What follows belongs to an exercise in optimizing a design on an open flow for small area and a short achievable clock period; a production flow would make more cautious choices. Power figures rest on the tool's default switching activity, not on a simulated workload. The flow treats the clock pin as an ideal source, which a real chip does not have.

==> inputs of v24 <==
## d5m_frame_axis_bridge
module d5m_frame_axis_bridge #(
  parameter int DATA_WIDTH = 24,
  parameter int FIFO_DEPTH = 64,
  parameter int X_WIDTH    = 12,
  parameter int Y_WIDTH    = 12,
  parameter int BAR_SHIFT  = 5
) (
  input  logic                  ACLK,
  input  logic                  ARESETN,
  input  logic [DATA_WIDTH-1:0] idata,
  input  logic                  ifval,
  input  logic                  ilval,
  input  logic                  cfg_test_en,
  input  logic                  cfg_clr_ovf,
  input  logic                  m_axis_tready,
  output logic                  m_axis_tvalid,
  output logic [DATA_WIDTH-1:0] m_axis_tdata,
  output logic                  m_axis_tuser,
  output logic                  m_axis_tlast,
  output logic [X_WIDTH-1:0]    xCord,
  output logic [Y_WIDTH-1:0]    yCord,
  output logic [X_WIDTH-1:0]    frame_width,
  output logic [Y_WIDTH-1:0]    frame_height,
  output logic [15:0]           frame_count,
  output logic                  endOfFrame,
  output logic                  ovf_flag
);
Settings: LEC_CHECK=0, CAP_MARGIN=20, CORE_MARGIN=2, CORE_UTILIZATION=70, SETUP_SLACK_MARGIN=2.6, SLEW_MARGIN=20, TNS_END_PERCENT=10; clock period 5.0 ns.
standard.sh (not shown) runs the stock make flow with config.mk's settings and CLKGATE_MAP_FILE= SYNTH_SCRIPT=/design/flow/synth_recipe.tcl, a recipe that flattens the netlist after the stock synthesis.
==> flow/flow/run.sh <==
#!/bin/bash
set -euo pipefail
export BUFFER_PORTS_ARGS="-buffer_cell sky130_fd_sc_hd__buf_4"
export CTS_ARGS="-sink_clustering_enable -repair_clock_nets -sink_clustering_size 30 -sink_clustering_max_diameter 100 -dont_use_dummy_load"
bash standard.sh > standard.log 2>&1
==> inputs of v19, as changes to v24 <==
==> flow/design.v (replaced) <==
package d5m_axis_pkg;
  typedef enum logic [1:0] {
    WAIT_VB = 2'd0,
    ARMED   = 2'd1,
    ACTIVE  = 2'd2,
    DROP    = 2'd3
  } bridge_state_e;
  localparam logic [23:0] BAR_RGB = {
    3'b000, 3'b001, 3'b100, 3'b101, 3'b010, 3'b011, 3'b110, 3'b111
  };
  typedef struct packed {
    logic sof;
    logic eol;
  } entry_tag_t;
  localparam int TAG_W = 2;   
endpackage
module axis_sync_fifo_fwft #(
  parameter int WIDTH = 26,
  parameter int DEPTH = 64
) (
  input  logic                     clk,
  input  logic                     wr_en,
  input  logic [$clog2(DEPTH)-1:0] wr_ptr,
  input  logic [WIDTH-1:0]         wr_data,
  input  logic [$clog2(DEPTH)-1:0] rd_ptr,
  output logic [WIDTH-1:0]         rd_data
);
  logic [WIDTH-1:0] mem [DEPTH];
  always_ff @(posedge clk) begin
    for (int i = 0; i < DEPTH; i++) begin
      if (wr_en && wr_ptr == i) mem[i] <= wr_data;
    end
  end
  always_comb begin
    rd_data = '0;
    for (int i = 0; i < DEPTH; i++) begin
      rd_data = rd_data | (mem[i] & {WIDTH{rd_ptr == i}});
    end
  end
endmodule
module d5m_frame_axis_bridge #(
  parameter int DATA_WIDTH = 24,
  parameter int FIFO_DEPTH = 64,
  parameter int X_WIDTH    = 12,
  parameter int Y_WIDTH    = 12,
  parameter int BAR_SHIFT  = 5
) (
  input  logic                  ACLK,
  input  logic                  ARESETN,
  input  logic [DATA_WIDTH-1:0] idata,
  input  logic                  ifval,
  input  logic                  ilval,
  input  logic                  cfg_test_en,
  input  logic                  cfg_clr_ovf,
  input  logic                  m_axis_tready,
  output logic                  m_axis_tvalid,
  output logic [DATA_WIDTH-1:0] m_axis_tdata,
  output logic                  m_axis_tuser,
  output logic                  m_axis_tlast,
  output logic [X_WIDTH-1:0]    xCord,
  output logic [Y_WIDTH-1:0]    yCord,
  output logic [X_WIDTH-1:0]    frame_width,
  output logic [Y_WIDTH-1:0]    frame_height,
  output logic [15:0]           frame_count,
  output logic                  endOfFrame,
  output logic                  ovf_flag
);
  localparam int FW = DATA_WIDTH / 3;
  localparam int AW = $clog2(FIFO_DEPTH);
  logic                  act_q, arm_q;
  logic                  ifval_q, ilval_q;
  logic                  test_en_q, sof_pend_q;
  logic                  xz_q;
  logic [X_WIDTH-1:0]    xcord_q, last_len_q, frame_w_q;
  logic                  yz_q, yp_q;
  logic [Y_WIDTH-1:0]    ycord_q, frame_h_q;
  logic [15:0]           frame_cnt_q;
  logic                  eof_q, ovf_q;
  logic                  hv_q;
  logic [AW-1:0]         wr_ptr_q, rd_ptr_q, cnt_q;
  logic                  ov_q;
  logic [DATA_WIDTH+1:0] out_q;
  logic                  pix_ok, fv_rise, fv_fall, acc, line_end, ovf_evt;
  logic [X_WIDTH-1:0]    xcord_p1, x_cur;
  logic [Y_WIDTH-1:0]    ycord_p1, y_cur;
  logic [2:0]            bar_k, bar_rgb;
  logic [DATA_WIDTH-1:0] bar_data, pix_data;
  logic                  ae, full, load, rd, inc, we;
  logic [AW-1:0]         ws;
  logic [DATA_WIDTH:0]   rdata;
  logic                  rd_eol;
  assign xcord_p1 = xcord_q + X_WIDTH'(1);
  assign x_cur    = xz_q ? '0 : xcord_p1;
  assign ycord_p1 = ycord_q + Y_WIDTH'(1);
  assign y_cur    = yz_q ? '0 : (yp_q ? ycord_p1 : ycord_q);
  assign bar_k   = 3'(x_cur >> BAR_SHIFT);
  assign bar_rgb = d5m_axis_pkg::BAR_RGB[3*bar_k +: 3];
  for (genvar gi = 0; gi < 3; gi++) begin : g_bar
    assign bar_data[gi*FW +: FW] = {FW{bar_rgb[gi]}};
  end
  if (DATA_WIDTH > 3 * FW) begin : g_bar_pad
    assign bar_data[DATA_WIDTH-1:3*FW] = '0;
  end
  assign pix_data = test_en_q ? bar_data : idata;
  assign pix_ok   = ifval & ilval;
  assign fv_rise  = ifval & ~ifval_q;
  assign fv_fall  = ~ifval & ifval_q;
  assign acc      = act_q & pix_ok;
  assign line_end = hv_q & ~pix_ok;
  assign ae      = (cnt_q == '0);
  assign full    = ov_q & (cnt_q == AW'(FIFO_DEPTH - 1));
  assign ovf_evt = hv_q & full & ~m_axis_tready;
  assign load    = ~ov_q | m_axis_tready;
  assign rd      = load & (~ae | hv_q);
  assign inc     = hv_q & ~ovf_evt;
  assign ws      = wr_ptr_q + AW'(hv_q);
  assign we      = acc & ~ovf_evt;
  axis_sync_fifo_fwft #(
    .WIDTH (DATA_WIDTH + 1),
    .DEPTH (FIFO_DEPTH)
  ) u_mem (
    .clk     (ACLK),
    .wr_en   (we),
    .wr_ptr  (ws),
    .wr_data ({sof_pend_q, pix_data}),
    .rd_ptr  (rd_ptr_q),
    .rd_data (rdata)
  );
  logic [FIFO_DEPTH-1:0] eol_mem;
  always_ff @(posedge ACLK) begin
    for (int i = 0; i < FIFO_DEPTH; i++) begin
      if (hv_q && wr_ptr_q == i) eol_mem[i] <= ~pix_ok;
    end
  end
  assign rd_eol = ae ? ~pix_ok : eol_mem[rd_ptr_q];
  always_ff @(posedge ACLK) begin
    if (rd) out_q <= {rdata[DATA_WIDTH], rd_eol, rdata[DATA_WIDTH-1:0]};
  end
  always_ff @(posedge ACLK) begin
    if (!ARESETN) begin
      act_q       <= 1'b0;
      arm_q       <= 1'b0;
      ifval_q     <= 1'b0;
      ilval_q     <= 1'b0;
      test_en_q   <= 1'b0;
      sof_pend_q  <= 1'b0;
      xz_q        <= 1'b1;
      xcord_q     <= '0;
      yz_q        <= 1'b1;
      yp_q        <= 1'b0;
      ycord_q     <= '0;
      last_len_q  <= '0;
      frame_w_q   <= '0;
      frame_h_q   <= '0;
      frame_cnt_q <= '0;
      eof_q       <= 1'b0;
      ovf_q       <= 1'b0;
      hv_q        <= 1'b0;
      wr_ptr_q    <= '0;
      rd_ptr_q    <= '0;
      cnt_q       <= '0;
      ov_q        <= 1'b0;
    end else begin
      ifval_q <= ifval;
      ilval_q <= ilval;
      eof_q   <= act_q & fv_fall & ~ovf_evt;
      ovf_q   <= ovf_evt | (ovf_q & ~cfg_clr_ovf);
      if (!act_q && !arm_q) begin
        if (!ifval) arm_q <= 1'b1;
      end
      if (arm_q && fv_rise) begin
        arm_q      <= 1'b0;
        act_q      <= 1'b1;
        test_en_q  <= cfg_test_en;
        sof_pend_q <= 1'b1;
        xz_q       <= 1'b1;
        yz_q       <= 1'b1;
      end
      if (acc) begin
        hv_q       <= 1'b1;
        sof_pend_q <= 1'b0;
        xz_q       <= 1'b0;
        xcord_q    <= x_cur;
        ycord_q    <= y_cur;
        yz_q       <= 1'b0;
        yp_q       <= 1'b0;
      end
      if (line_end) begin
        hv_q       <= 1'b0;
        xz_q       <= 1'b1;
        yz_q       <= 1'b0;
        yp_q       <= 1'b1;
        last_len_q <= x_cur;
      end
      if (ovf_evt) begin
        hv_q  <= 1'b0;
        act_q <= 1'b0;
      end else if (act_q && fv_fall) begin
        act_q       <= 1'b0;
        arm_q       <= 1'b1;
        frame_w_q   <= line_end ? x_cur : last_len_q;
        frame_h_q   <= line_end ? ycord_p1 : y_cur;
        frame_cnt_q <= frame_cnt_q + 16'd1;
      end
      if (inc) wr_ptr_q <= wr_ptr_q + AW'(1);
      if (rd) rd_ptr_q <= rd_ptr_q + AW'(1);
      if (inc && !rd) cnt_q <= cnt_q + AW'(1);
      else if (!inc && rd) cnt_q <= cnt_q - AW'(1);
      if (load) ov_q <= rd;
    end
  end
  assign m_axis_tvalid = ov_q;
  assign m_axis_tdata  = out_q[DATA_WIDTH-1:0];
  assign m_axis_tlast  = out_q[DATA_WIDTH];
  assign m_axis_tuser  = out_q[DATA_WIDTH+1];
  assign xCord         = xcord_q;
  assign yCord         = ycord_q;
  assign frame_width   = frame_w_q;
  assign frame_height  = frame_h_q;
  assign frame_count   = frame_cnt_q;
  assign endOfFrame    = eof_q;
  assign ovf_flag      = ovf_q;
endmodule
==> flow/run.sh (new file) <==
#!/bin/bash
# synth_recipe.tcl (not shown) runs the flow's synth.tcl, then flattens the netlist and writes it again
# the make line also repeats each setting of config.mk as NAME=value (left out here)
make -C /OpenROAD-flow-scripts/flow DESIGN_CONFIG=/design/flow/config.mk WORK_HOME=/design/flow/orfs CLKGATE_MAP_FILE= SYNTH_SCRIPT=/design/flow/synth_recipe.tcl finish
--- a/flow/config.mk
+++ b/flow/config.mk
@@ -5,9 +5,7 @@
 export SDC_FILE = /design/flow/constraint.sdc
 export NUM_CORES = 4
 export LEC_CHECK = 0
 export CAP_MARGIN = 20
 export CORE_MARGIN = 2
-export CORE_UTILIZATION = 70
-export SETUP_SLACK_MARGIN = 2.6
+export CORE_UTILIZATION = 50
 export SLEW_MARGIN = 20
-export TNS_END_PERCENT = 10
removed: flow/flow/run.sh
removed: flow/standard.sh
==> inputs of v39, as changes to v24 <==
==> flow/design.v (replaced) <==
package d5m_axis_pkg;
  typedef enum logic [1:0] {
    WAIT_VB = 2'd0,
    ARMED   = 2'd1,
    ACTIVE  = 2'd2,
    DROP    = 2'd3
  } bridge_state_e;
  localparam logic [23:0] BAR_RGB = {
    3'b000, 3'b001, 3'b100, 3'b101, 3'b010, 3'b011, 3'b110, 3'b111
  };
  typedef struct packed {
    logic sof;
    logic eol;
  } entry_tag_t;
  localparam int TAG_W = 2;   
endpackage
module axis_sync_fifo_fwft #(
  parameter int WIDTH = 26,
  parameter int DEPTH = 64
) (
  input  logic                  clk,
  input  logic                  wr_en,
  input  logic [DEPTH-1:0]      wr_sel,
  input  logic [WIDTH-1:0]      wr_data,
  input  logic [DEPTH-1:0]      rd_sel,
  output logic [WIDTH-1:0]      rd_data
);
  localparam int LV = $clog2(DEPTH);
  logic [WIDTH-1:0] mem [DEPTH];
  always_ff @(posedge clk) begin
    for (int i = 0; i < DEPTH; i++) begin
      if (wr_en && wr_sel[i]) mem[i] <= wr_data;
    end
  end
  logic [WIDTH-1:0] or_t [LV+1][DEPTH];
  always_comb begin
    for (int l = 0; l <= LV; l++) begin
      for (int i = 0; i < DEPTH; i++) or_t[l][i] = '0;
    end
    for (int i = 0; i < DEPTH; i++) or_t[0][i] = mem[i] & {WIDTH{rd_sel[i]}};
    for (int l = 1; l <= LV; l++) begin
      for (int i = 0; i < (DEPTH >> l); i++) begin
        or_t[l][i] = or_t[l-1][2*i] | or_t[l-1][2*i+1];
      end
    end
  end
  assign rd_data = or_t[LV][0];
endmodule
module d5m_frame_axis_bridge #(
  parameter int DATA_WIDTH = 24,
  parameter int FIFO_DEPTH = 64,
  parameter int X_WIDTH    = 12,
  parameter int Y_WIDTH    = 12,
  parameter int BAR_SHIFT  = 5
) (
  input  logic                  ACLK,
  input  logic                  ARESETN,
  input  logic [DATA_WIDTH-1:0] idata,
  input  logic                  ifval,
  input  logic                  ilval,
  input  logic                  cfg_test_en,
  input  logic                  cfg_clr_ovf,
  input  logic                  m_axis_tready,
  output logic                  m_axis_tvalid,
  output logic [DATA_WIDTH-1:0] m_axis_tdata,
  output logic                  m_axis_tuser,
  output logic                  m_axis_tlast,
  output logic [X_WIDTH-1:0]    xCord,
  output logic [Y_WIDTH-1:0]    yCord,
  output logic [X_WIDTH-1:0]    frame_width,
  output logic [Y_WIDTH-1:0]    frame_height,
  output logic [15:0]           frame_count,
  output logic                  endOfFrame,
  output logic                  ovf_flag
);
  localparam int FW = DATA_WIDTH / 3;
  localparam int AW = $clog2(FIFO_DEPTH);
  logic                  act_q, arm_q;
  logic                  ifval_q, ilval_q;
  logic                  test_en_q, sof_pend_q;
  logic                  xz_q;
  logic [2:0]            bk_q, bar_q;
  logic [X_WIDTH-1:0]    xcord_q, last_len_q, frame_w_q;
  logic                  yz_q, yp_q;
  logic [Y_WIDTH-1:0]    ycord_q, frame_h_q;
  logic [15:0]           frame_cnt_q;
  logic                  eof_q, ovf_q;
  logic                  hv_q;
  logic [FIFO_DEPTH-1:0] ws_sel_q, rd_sel_q;
  logic [AW-1:0]         cnt_q;
  logic                  ov_q;
  logic                  ae_q, full_q, blk_q;
  logic [DATA_WIDTH+1:0] out_q;
  logic                  pix_ok, fv_rise, fv_fall, acc, line_end, ovf_evt;
  logic [X_WIDTH-1:0]    xcord_p1, x_cur;
  logic [Y_WIDTH-1:0]    ycord_p1, y_cur;
  logic                  bk_step, test_en_d;
  logic [2:0]            bk_d;
  logic [DATA_WIDTH-1:0] pix_data;
  logic                  load, rd, inc, hv_d, full_d;
  logic [DATA_WIDTH:0]   rdata;
  logic                  rd_eol;
  assign xcord_p1 = xcord_q + X_WIDTH'(1);
  assign x_cur    = xz_q ? '0 : xcord_p1;
  assign ycord_p1 = ycord_q + Y_WIDTH'(1);
  assign y_cur    = yz_q ? '0 : (yp_q ? ycord_p1 : ycord_q);
  for (genvar gi = 0; gi < 3; gi++) begin : g_pix
    assign pix_data[gi*FW +: FW] = test_en_q ? {FW{bar_q[gi]}} : idata[gi*FW +: FW];
  end
  if (DATA_WIDTH > 3 * FW) begin : g_pix_pad
    assign pix_data[DATA_WIDTH-1:3*FW] = test_en_q ? '0 : idata[DATA_WIDTH-1:3*FW];
  end
  assign pix_ok   = ifval & ilval;
  assign fv_rise  = ifval & ~ifval_q;
  assign fv_fall  = ~ifval & ifval_q;
  assign acc      = act_q & pix_ok;
  assign line_end = hv_q & ~pix_ok;
  assign ovf_evt = blk_q & ~m_axis_tready;
  assign load    = ~ov_q | m_axis_tready;
  assign rd      = load & (~ae_q | hv_q);
  assign inc     = hv_q & ~ovf_evt;
  assign hv_d    = acc & ~ovf_evt;
  assign full_d  = (inc == rd) ? full_q : (inc && cnt_q == AW'(FIFO_DEPTH - 2));
  assign bk_step   = acc && !xz_q && xcord_q[BAR_SHIFT-1:0] == BAR_SHIFT'((1 << BAR_SHIFT) - 2);
  assign test_en_d = (arm_q && fv_rise) ? cfg_test_en : test_en_q;
  always_comb begin
    bk_d = bk_q;
    if ((arm_q && fv_rise) || line_end) bk_d = '0;
    else if (bk_step) bk_d = bk_q + 3'd1;
  end
  axis_sync_fifo_fwft #(
    .WIDTH (DATA_WIDTH + 1),
    .DEPTH (FIFO_DEPTH)
  ) u_mem (
    .clk     (ACLK),
    .wr_en   (~ovf_evt),
    .wr_sel  (ws_sel_q),
    .wr_data ({sof_pend_q, pix_data}),
    .rd_sel  (rd_sel_q),
    .rd_data (rdata)
  );
  logic [FIFO_DEPTH-1:0] eol_mem;
  always_ff @(posedge ACLK) begin
    for (int i = 0; i < FIFO_DEPTH; i++) begin
      if (hv_q && ws_sel_q[(i + 1) % FIFO_DEPTH]) eol_mem[i] <= ~pix_ok;
    end
  end
  assign rd_eol = ae_q ? ~pix_ok : |(eol_mem & rd_sel_q);
  always_ff @(posedge ACLK) begin
    if (rd) out_q <= {rdata[DATA_WIDTH], rd_eol, rdata[DATA_WIDTH-1:0]};
  end
  always_ff @(posedge ACLK) begin
    if (!ARESETN) begin
      act_q       <= 1'b0;
      arm_q       <= 1'b0;
      ifval_q     <= 1'b0;
      ilval_q     <= 1'b0;
      test_en_q   <= 1'b0;
      sof_pend_q  <= 1'b0;
      xz_q        <= 1'b1;
      bk_q        <= '0;
      bar_q       <= d5m_axis_pkg::BAR_RGB[2:0];
      xcord_q     <= '0;
      yz_q        <= 1'b1;
      yp_q        <= 1'b0;
      ycord_q     <= '0;
      last_len_q  <= '0;
      frame_w_q   <= '0;
      frame_h_q   <= '0;
      frame_cnt_q <= '0;
      eof_q       <= 1'b0;
      ovf_q       <= 1'b0;
      hv_q        <= 1'b0;
      ws_sel_q    <= FIFO_DEPTH'(1);
      rd_sel_q    <= FIFO_DEPTH'(1);
      cnt_q       <= '0;
      ov_q        <= 1'b0;
      ae_q        <= 1'b1;
      full_q      <= 1'b0;
      blk_q       <= 1'b0;
    end else begin
      ifval_q   <= ifval;
      ilval_q   <= ilval;
      eof_q     <= act_q & fv_fall & ~ovf_evt;
      ovf_q     <= ovf_evt | (ovf_q & ~cfg_clr_ovf);
      hv_q      <= hv_d;
      test_en_q <= test_en_d;
      bk_q      <= bk_d;
      bar_q     <= d5m_axis_pkg::BAR_RGB[3*bk_d +: 3];
      if (!act_q && !arm_q) begin
        if (!ifval) arm_q <= 1'b1;
      end
      if (arm_q && fv_rise) begin
        arm_q      <= 1'b0;
        act_q      <= 1'b1;
        sof_pend_q <= 1'b1;
        xz_q       <= 1'b1;
        yz_q       <= 1'b1;
      end
      if (acc) begin
        sof_pend_q <= 1'b0;
        xz_q       <= 1'b0;
        xcord_q    <= x_cur;
        ycord_q    <= y_cur;
        yz_q       <= 1'b0;
        yp_q       <= 1'b0;
      end
      if (line_end) begin
        xz_q       <= 1'b1;
        yz_q       <= 1'b0;
        yp_q       <= 1'b1;
        last_len_q <= x_cur;
      end
      if (ovf_evt) begin
        act_q <= 1'b0;
      end else if (act_q && fv_fall) begin
        act_q       <= 1'b0;
        arm_q       <= 1'b1;
        frame_w_q   <= line_end ? x_cur : last_len_q;
        frame_h_q   <= line_end ? ycord_p1 : y_cur;
        frame_cnt_q <= frame_cnt_q + 16'd1;
      end
      if (ovf_evt) ws_sel_q <= {ws_sel_q[0], ws_sel_q[FIFO_DEPTH-1:1]};
      else if (hv_d) ws_sel_q <= {ws_sel_q[FIFO_DEPTH-2:0], ws_sel_q[FIFO_DEPTH-1]};
      if (rd) rd_sel_q <= {rd_sel_q[FIFO_DEPTH-2:0], rd_sel_q[FIFO_DEPTH-1]};
      if (inc && !rd) cnt_q <= cnt_q + AW'(1);
      else if (!inc && rd) cnt_q <= cnt_q - AW'(1);
      if (load) ov_q <= rd;
      ae_q   <= (inc == rd) ? ae_q : (!inc && cnt_q == AW'(1));
      full_q <= full_d;
      blk_q  <= hv_d & full_d;
    end
  end
  assign m_axis_tvalid = ov_q;
  assign m_axis_tdata  = out_q[DATA_WIDTH-1:0];
  assign m_axis_tlast  = out_q[DATA_WIDTH];
  assign m_axis_tuser  = out_q[DATA_WIDTH+1];
  assign xCord         = xcord_q;
  assign yCord         = ycord_q;
  assign frame_width   = frame_w_q;
  assign frame_height  = frame_h_q;
  assign frame_count   = frame_cnt_q;
  assign endOfFrame    = eof_q;
  assign ovf_flag      = ovf_q;
endmodule
--- a/flow/config.mk
+++ b/flow/config.mk
@@ -5,9 +5,9 @@
 export SDC_FILE = /design/flow/constraint.sdc
 export NUM_CORES = 4
 export LEC_CHECK = 0
 export CAP_MARGIN = 20
 export CORE_MARGIN = 2
-export CORE_UTILIZATION = 70
-export SETUP_SLACK_MARGIN = 2.6
+export CORE_UTILIZATION = 65
+export SETUP_SLACK_MARGIN = 2.8
 export SLEW_MARGIN = 20
-export TNS_END_PERCENT = 10
+export TNS_END_PERCENT = 100
==> comparison table <==
item                                                                 v24                      v19                      v39
Outcome                                          complete, no violations  complete, no violations  complete, no violations
Seq/total area                                                     0.707                    0.678                    0.680
Slowest-stage cell, CP                           sky130_fd_sc_hd__nor2_4  sky130_fd_sc_hd__nor2_4   sky130_fd_sc_hd__or4_4
Routed Wire Length                                             270000 um                271000 um                306000 um
Number of placement rows                                             114                      134                      121
Worst hold path endpoint                                   frame_h_q[11]               sof_pend_q           last_len_q[10]
Die span in y                                                     317 um                   369 um                   334 um
Average instance area after synthesis                           17.2 um2                 16.2 um2                 16.7 um2
R2R depth                                                              4                        9                        6
Layout overhead on the synthesized area                            12.3%                    17.0%                    15.7%
Reported sequential group power                                 0.0172 W                 0.0168 W                 0.0176 W
Vias                                                               47.4k                    45.2k                    50.6k
Summed instance area of the synthesized netlist                68500 um2                66700 um2                70900 um2
NetSw                                                          0.00538 W                0.00777 W                0.00565 W
Post-Synthesis Net Count                                            4019                     4156                     4294
Detail-routed via count per cell                                    8.52                     7.11                     8.38
No run of this note included a check of the RTL's function; only the layout flow was run.

what the ideal ports hide:
The results above use ideal ports. As a check the final layouts listed here were re-extracted and re-timed, cells and wires unchanged. Step 1 (the two cells are an assumption about what drives the block):
set clk [get_ports {ACLK}]
set_driving_cell -lib_cell sky130_fd_sc_hd__clkbuf_16 $clk
set_driving_cell -lib_cell sky130_fd_sc_hd__buf_2 [delete_from_list [all_inputs] $clk]
Step 2 also shifts input and output timing later by t, the mid clock arrival at the registers, as if the neighbouring blocks saw the same clock. a / b / c = no drivers / after step 1 / after step 2; a / b = the first two.
| run | t, ns | slack for setup (ns) | clock arrival spread, ns | cell pins on the clock port's net |
|---|---|---|---|---|
| v24 | 0.762 | 2.171 / 2.171 / 1.626 | 0.080 / 0.080 | 1 |
| v19 | 0.914 | 0.940 / 0.940 / 0.795 | 0.056 / 0.055 | 1 |
| v39 | 0.773 | 2.483 / 2.429 / 2.072 | 0.076 / 0.076 | 1 |
After both steps setup and hold are still met in every run listed. For v24, which loses most, drivers alone change the setup slack by 0.000 ns; drivers and shift together by -0.545 ns.
